This design comes from an exercise in tuning for small area on the open sky130 flow, not from production work.
Function was checked by simulation only, so behaviour that the tests miss may differ from the original.
Power is estimated from default activity; no workload was simulated.

Setup of exp/cedar:
## regfile_sb
module regfile_sb
#(
    parameter int DATA_W   = regfile_pkg::DEF_DATA_W,
    parameter int ADDR_W   = regfile_pkg::DEF_ADDR_W,
    parameter bit ZERO_REG = 1'b1
) (
    input  logic              clk,
    input  logic              rst_n,
    input  logic [ADDR_W-1:0] rs1_addr,
    input  logic [ADDR_W-1:0] rs2_addr,
    output logic [DATA_W-1:0] rs1_data,
    output logic [DATA_W-1:0] rs2_data,
    output logic              rs1_busy,
    output logic              rs2_busy,
    input  logic              iss_valid,
    input  logic [ADDR_W-1:0] iss_rd,
    input  logic              wb_en,
    input  logic [ADDR_W-1:0] wb_addr,
    input  logic [DATA_W-1:0] wb_data,
    output logic [ADDR_W:0]   pend_cnt
);
    localparam int DEPTH = 1 << ADDR_W;
    localparam int LO    = ZERO_REG ? 1 : 0;
    localparam int NR    = DEPTH - LO;            
    localparam int NT    = NR + 1;                
    logic [DATA_W-1:0] mem_q [NR];
    logic [NR-1:0]     vld_q;
    logic [NR-1:0]     pend_q, pend_d;
    logic [ADDR_W:0]   cnt_q, cnt_d;
    logic [NR-1:0]     wdec, wsel, rdec1, rdec2;
    logic              eq1, eq2, byp1, byp2;
    always_comb begin
        for (int i = 0; i < NR; i++) begin
            wdec[i]  = wb_addr  == ADDR_W'(i + LO);
            rdec1[i] = rs1_addr == ADDR_W'(i + LO);
            rdec2[i] = rs2_addr == ADDR_W'(i + LO);
        end
    end
    assign wsel = wdec & {NR{wb_en}};
    always_ff @(posedge clk) begin
        for (int i = 0; i < NR; i++) begin
            if (wsel[i]) begin
  ...
Size in the first run: roughly 1,100 flip-flops.
Settings: LEC_CHECK=0, ABC_AREA=1, CAP_MARGIN=15, CORE_MARGIN=2, CORE_UTILIZATION=60, GPL_TIMING_DRIVEN=0, SETUP_SLACK_MARGIN=0.1, SLEW_MARGIN=15; clock period 7.0 ns.
standard.sh (not shown) runs the stock make flow with config.mk's settings and CLKGATE_MAP_FILE= SYNTH_SCRIPT=/design/flow/synth_recipe.tcl, a recipe that flattens the netlist after the stock synthesis.
==> flow/flow/run.sh <==
#!/bin/bash
# Standard ORFS layout with: area-oriented ABC mapping in synthesis (with the
# AND-OR-invert slice modules mapped on their own), minimum size port buffers,
# high-fanout drivers upsized before repair_design, and a clock tree of larger
# clusters without dummy loads.
set -euo pipefail
F=$PWD/flow
CTS="-sink_clustering_enable -repair_clock_nets -dont_use_dummy_load"
CTS="$CTS -buf_list {sky130_fd_sc_hd__clkbuf_8} -sink_clustering_size 16 -sink_clustering_max_diameter 80"
bash standard.sh \
  SYNTH_SCRIPT=$F/synth.tcl AREA_ABC_SCRIPT=$F/area.abc \
  SYNTH_KEEP_MODULES="regfile_aoi222 regfile_aoi22" \
  BUFFER_PORTS_ARGS="-buffer_cell sky130_fd_sc_hd__buf_1" \
  PRE_RESIZE_TCL=$F/upsize.tcl \
  CTS_ARGS="$CTS" \
  finish > make.log 2>&1
==> flow/flow/area.abc <==
strash
&get -n
&fraig -x
&put
scorr
dc2
dretime
strash
&get -n
&dch -f
&nf -R 1000 -p -C 32
&put
==> flow/flow/synth.tcl <==
# The standard flow's synthesis (synth_recipe.tcl) with an area-oriented ABC mapping script.
proc synth {args} { yosys synth -nofsm -noshare {*}$args }
proc abc {args} {
  set new [list]
  set skip 0
  foreach a $args {
    if {$skip} { set skip 0; continue }
    if {$a eq "-script" || $a eq "-constr" || $a eq "-D"} { set skip 1; continue }
    lappend new $a
  }
  yosys abc -script $::env(AREA_ABC_SCRIPT) {*}$new
}
source $::env(SCRIPTS_DIR)/synth.tcl
# left out here: clear keep_hierarchy, flatten, clean up, hide names made inside functions, write 1_2_yosys.v
==> flow/flow/upsize.tcl <==
# Upsize the drivers of high-fanout nets to their X2 variant (or X4), so that
# repair_design does not need large buffers to meet slew/capacitance limits.
proc upsize_hifo {thr} {
  set db [ord::get_db]
  set n 0
  foreach inst [[ord::get_db_block] getInsts] {
    set m [[$inst getMaster] getName]
    if {![regexp {^sky130_fd_sc_hd__(.*)_([0-9]+)$} $m -> fn sz]} continue
    if {[string match *buf* $fn] || [string match df* $fn] || [string match edf* $fn]} continue
    set fo 0
    foreach it [$inst getITerms] {
      if {[$it isOutputSignal] && [$it getNet] ne "NULL"} {
        set fo [expr {[llength [[$it getNet] getITerms]] - 1}]
      }
    }
    if {$fo < $thr} continue
    foreach s {2 4} {
      if {$s <= $sz} continue
      set nm "sky130_fd_sc_hd__${fn}_$s"
      if {[$db findMaster $nm] ne "NULL"} {
        replace_cell [$inst getName] $nm
        incr n
        break
      }
    }
  }
  puts "upsize_hifo: upsized $n drivers with fanout >= $thr"
}

estimate_parasitics -placement
upsize_hifo 12
Both conditions hold for exp/cedar: the flow ran to the end and the final layout passed the timing, DRC and antenna checks.
Relative to exp/cedar, the following input files were edited for exp/ember:
# exp/cedar
export LEC_CHECK = 0
export ABC_AREA = 1
export CAP_MARGIN = 15
export CORE_MARGIN = 2
export CORE_UTILIZATION = 60
export GPL_TIMING_DRIVEN = 0
export SETUP_SLACK_MARGIN = 0.1
export SLEW_MARGIN = 15
create_clock -name core_clock -period 7.0 [get_ports {clk}]
# exp/ember
export LEC_CHECK = 0
export ABC_AREA = 1
export CAP_MARGIN = 0
export CORE_MARGIN = 2
export CORE_UTILIZATION = 60
export GPL_TIMING_DRIVEN = 0
export SETUP_SLACK_MARGIN = 0.1
export SLEW_MARGIN = 0
create_clock -name core_clock -period 7.0 [get_ports {clk}]
diff --git a/flow/flow/upsize.tcl b/flow/flow/upsize.tcl
--- a/flow/flow/upsize.tcl
+++ b/flow/flow/upsize.tcl
@@ -1,2 +1,2 @@
-# Upsize the drivers of high-fanout nets to their X2 variant (or X4), so that
+# Upsize the drivers of high-fanout nets to their X4 variant (or X2), so that
 # repair_design does not need large buffers to meet slew/capacitance limits.
@@ -16,4 +16,4 @@
     if {$fo < $thr} continue
-    foreach s {2 4} {
-      if {$s <= $sz} continue
+    foreach s {4 2} {
+      if {$s <= $sz} break
       set nm "sky130_fd_sc_hd__${fn}_$s"
Results
| exp/ember | all stages done | FAIL | max-capacitance violations, max-slew violations |
Compared with exp/cedar, in exp/ember highest clock rate increased 4.9 MHz, total global-route track usage shows an increase of 0.23 points, final cell count was more or less identical, post-DP HPWL decreased 1.7%, clock network power share shows no meaningful change.
Looking at exp/ember and exp/cedar, the routed wire length on met2 is a wash.
Beginning of the critical path: wb_addr[0] -> exp/ember, wb_addr[1] -> exp/cedar
Looking at cell area across both flows, exp/ember is the weaker of the two, with exp/cedar ahead.
Setup changes, exp/ember to exp/amber
diff --git a/flow/flow/run.sh b/flow/flow/run.sh
--- a/flow/flow/run.sh
+++ b/flow/flow/run.sh
@@ -3,4 +3,5 @@
 # AND-OR-invert slice modules mapped on their own), minimum size port buffers,
-# high-fanout drivers upsized before repair_design, and a clock tree of larger
-# clusters without dummy loads.
+# high-fanout drivers upsized before repair_design, a clock tree of larger
+# clusters without dummy loads, and size recovery after global routing
+# followed by a slew, capacitance and setup repair.
 set -euo pipefail
@@ -14,3 +15,3 @@
   PRE_RESIZE_TCL=$F/upsize.tcl \
-  CTS_ARGS="$CTS" \
+  CTS_ARGS="$CTS" RECOVER_POWER=100 POST_GLOBAL_ROUTE_TCL=$F/postgrt.tcl \
   finish > make.log 2>&1
==> flow/flow/postgrt.tcl (new file) <==
# After power (size) recovery at global route: repair any slew, capacitance
# or setup damage it caused, then re-legalize and re-route the changed nets.
log_cmd estimate_parasitics -global_routing
log_cmd global_route -start_incremental
log_cmd repair_design -slew_margin 10 -cap_margin 10 -verbose
log_cmd estimate_parasitics -global_routing
log_cmd repair_timing -setup -setup_margin $::env(SETUP_SLACK_MARGIN) -verbose
log_cmd detailed_placement
log_cmd global_route -end_incremental
log_cmd estimate_parasitics -global_routing
report_worst_slack -max
Results
- On area added between synthesis and finish, the higher figure sits with exp/amber, not exp/ember.
- Post-route standard cell area excluding fillers ended up about 1.2% higher on exp/amber than on exp/ember.
- Comparing exp/amber with exp/ember, the power came out essentially unchanged.
- exp/ember → exp/amber: worst setup slack decreased by 0.22 ns relative to the old numbers, count of antenna diodes in the layout closely matched the old numbers.
- Summary of exp/amber and exp/ember: one run falls short of a clean finish, namely exp/ember.
- exp/ember: flow complete, layout not clean; failing: max-capacitance violations, max-slew violations
The following lists how exp/raven was set up differently from exp/amber:
# exp/amber
export LEC_CHECK = 0
export ABC_AREA = 1
export CAP_MARGIN = 0
export CORE_MARGIN = 2
export CORE_UTILIZATION = 60
export GPL_TIMING_DRIVEN = 0
export SETUP_SLACK_MARGIN = 0.1
export SLEW_MARGIN = 0
create_clock -name core_clock -period 7.0 [get_ports {clk}]
# exp/raven
export LEC_CHECK = 0
export ABC_AREA = 1
export CAP_MARGIN = 15
export CORE_MARGIN = 2
export CORE_UTILIZATION = 60
export GPL_TIMING_DRIVEN = 0
export SETUP_SLACK_MARGIN = 0.1
export SLEW_MARGIN = 15
create_clock -name core_clock -period 7.0 [get_ports {clk}]
diff --git a/flow/flow/run.sh b/flow/flow/run.sh
--- a/flow/flow/run.sh
+++ b/flow/flow/run.sh
@@ -3,5 +3,4 @@
 # AND-OR-invert slice modules mapped on their own), minimum size port buffers,
-# high-fanout drivers upsized before repair_design, a clock tree of larger
-# clusters without dummy loads, and size recovery after global routing
-# followed by a slew, capacitance and setup repair.
+# high-fanout drivers upsized before repair_design, and a clock tree of larger
+# clusters without dummy loads.
 set -euo pipefail
@@ -15,3 +14,3 @@
   PRE_RESIZE_TCL=$F/upsize.tcl \
-  CTS_ARGS="$CTS" RECOVER_POWER=100 POST_GLOBAL_ROUTE_TCL=$F/postgrt.tcl \
+  CTS_ARGS="$CTS" \
   finish > make.log 2>&1
removed: flow/flow/postgrt.tcl
Findings:
- Aggregate routed wire length (exp/raven over exp/amber): decrease, 1600 µm
- Worst setup slack for exp/raven: 0.13 ns up relative to exp/amber
- Diff exp/raven..exp/amber | adder-cell area share of the yosys netlist | unchanged
- Compared exp/raven vs exp/amber, and non-clock buffering overhead in the final layout is down in exp/raven.
- Looking at final design area excluding fillers across both flows, exp/raven is the stronger of the two, with exp/amber trailing.
- Global-route wire length before repair delta (exp/amber -> exp/raven): insignificant
- Via count of the first global-routing pass across exp/raven and exp/amber: no real change.

## port drivers added, routing unchanged
In the flow no input, the clock included, has a driving cell. The finished layouts below were timed again as built, in two steps.
Step 1 (the two cells are an assumption about what drives the block):
set clk [get_ports {clk}]
set_driving_cell -lib_cell sky130_fd_sc_hd__clkbuf_16 $clk
set_driving_cell -lib_cell sky130_fd_sc_hd__buf_2 [delete_from_list [all_inputs] $clk]
Step 2 adds t to the input delays and takes it off the output delays; t is the mean of the earliest and latest rising clock arrival at the registers after step 1. Input paths then give back, and output paths get back, about the clock's delay inside the block.
Three values: ideal, step 1, step 2; two values: the first two.
run	t (ns)	setup slack, ns	clock arrival spread, ns
exp/cedar	0.740	0.158 / 0.132 / 0.132	0.111 / 0.111
exp/ember	0.750	0.382 / 0.358 / 0.358	0.107 / 0.107
exp/amber	0.754	0.158 / 0.126 / 0.126	0.101 / 0.101
exp/raven	0.742	0.284 / 0.258 / 0.258	0.109 / 0.109
The setup slack of exp/amber, which loses most, moves by -0.032 ns with the drivers and by -0.032 ns with both steps.
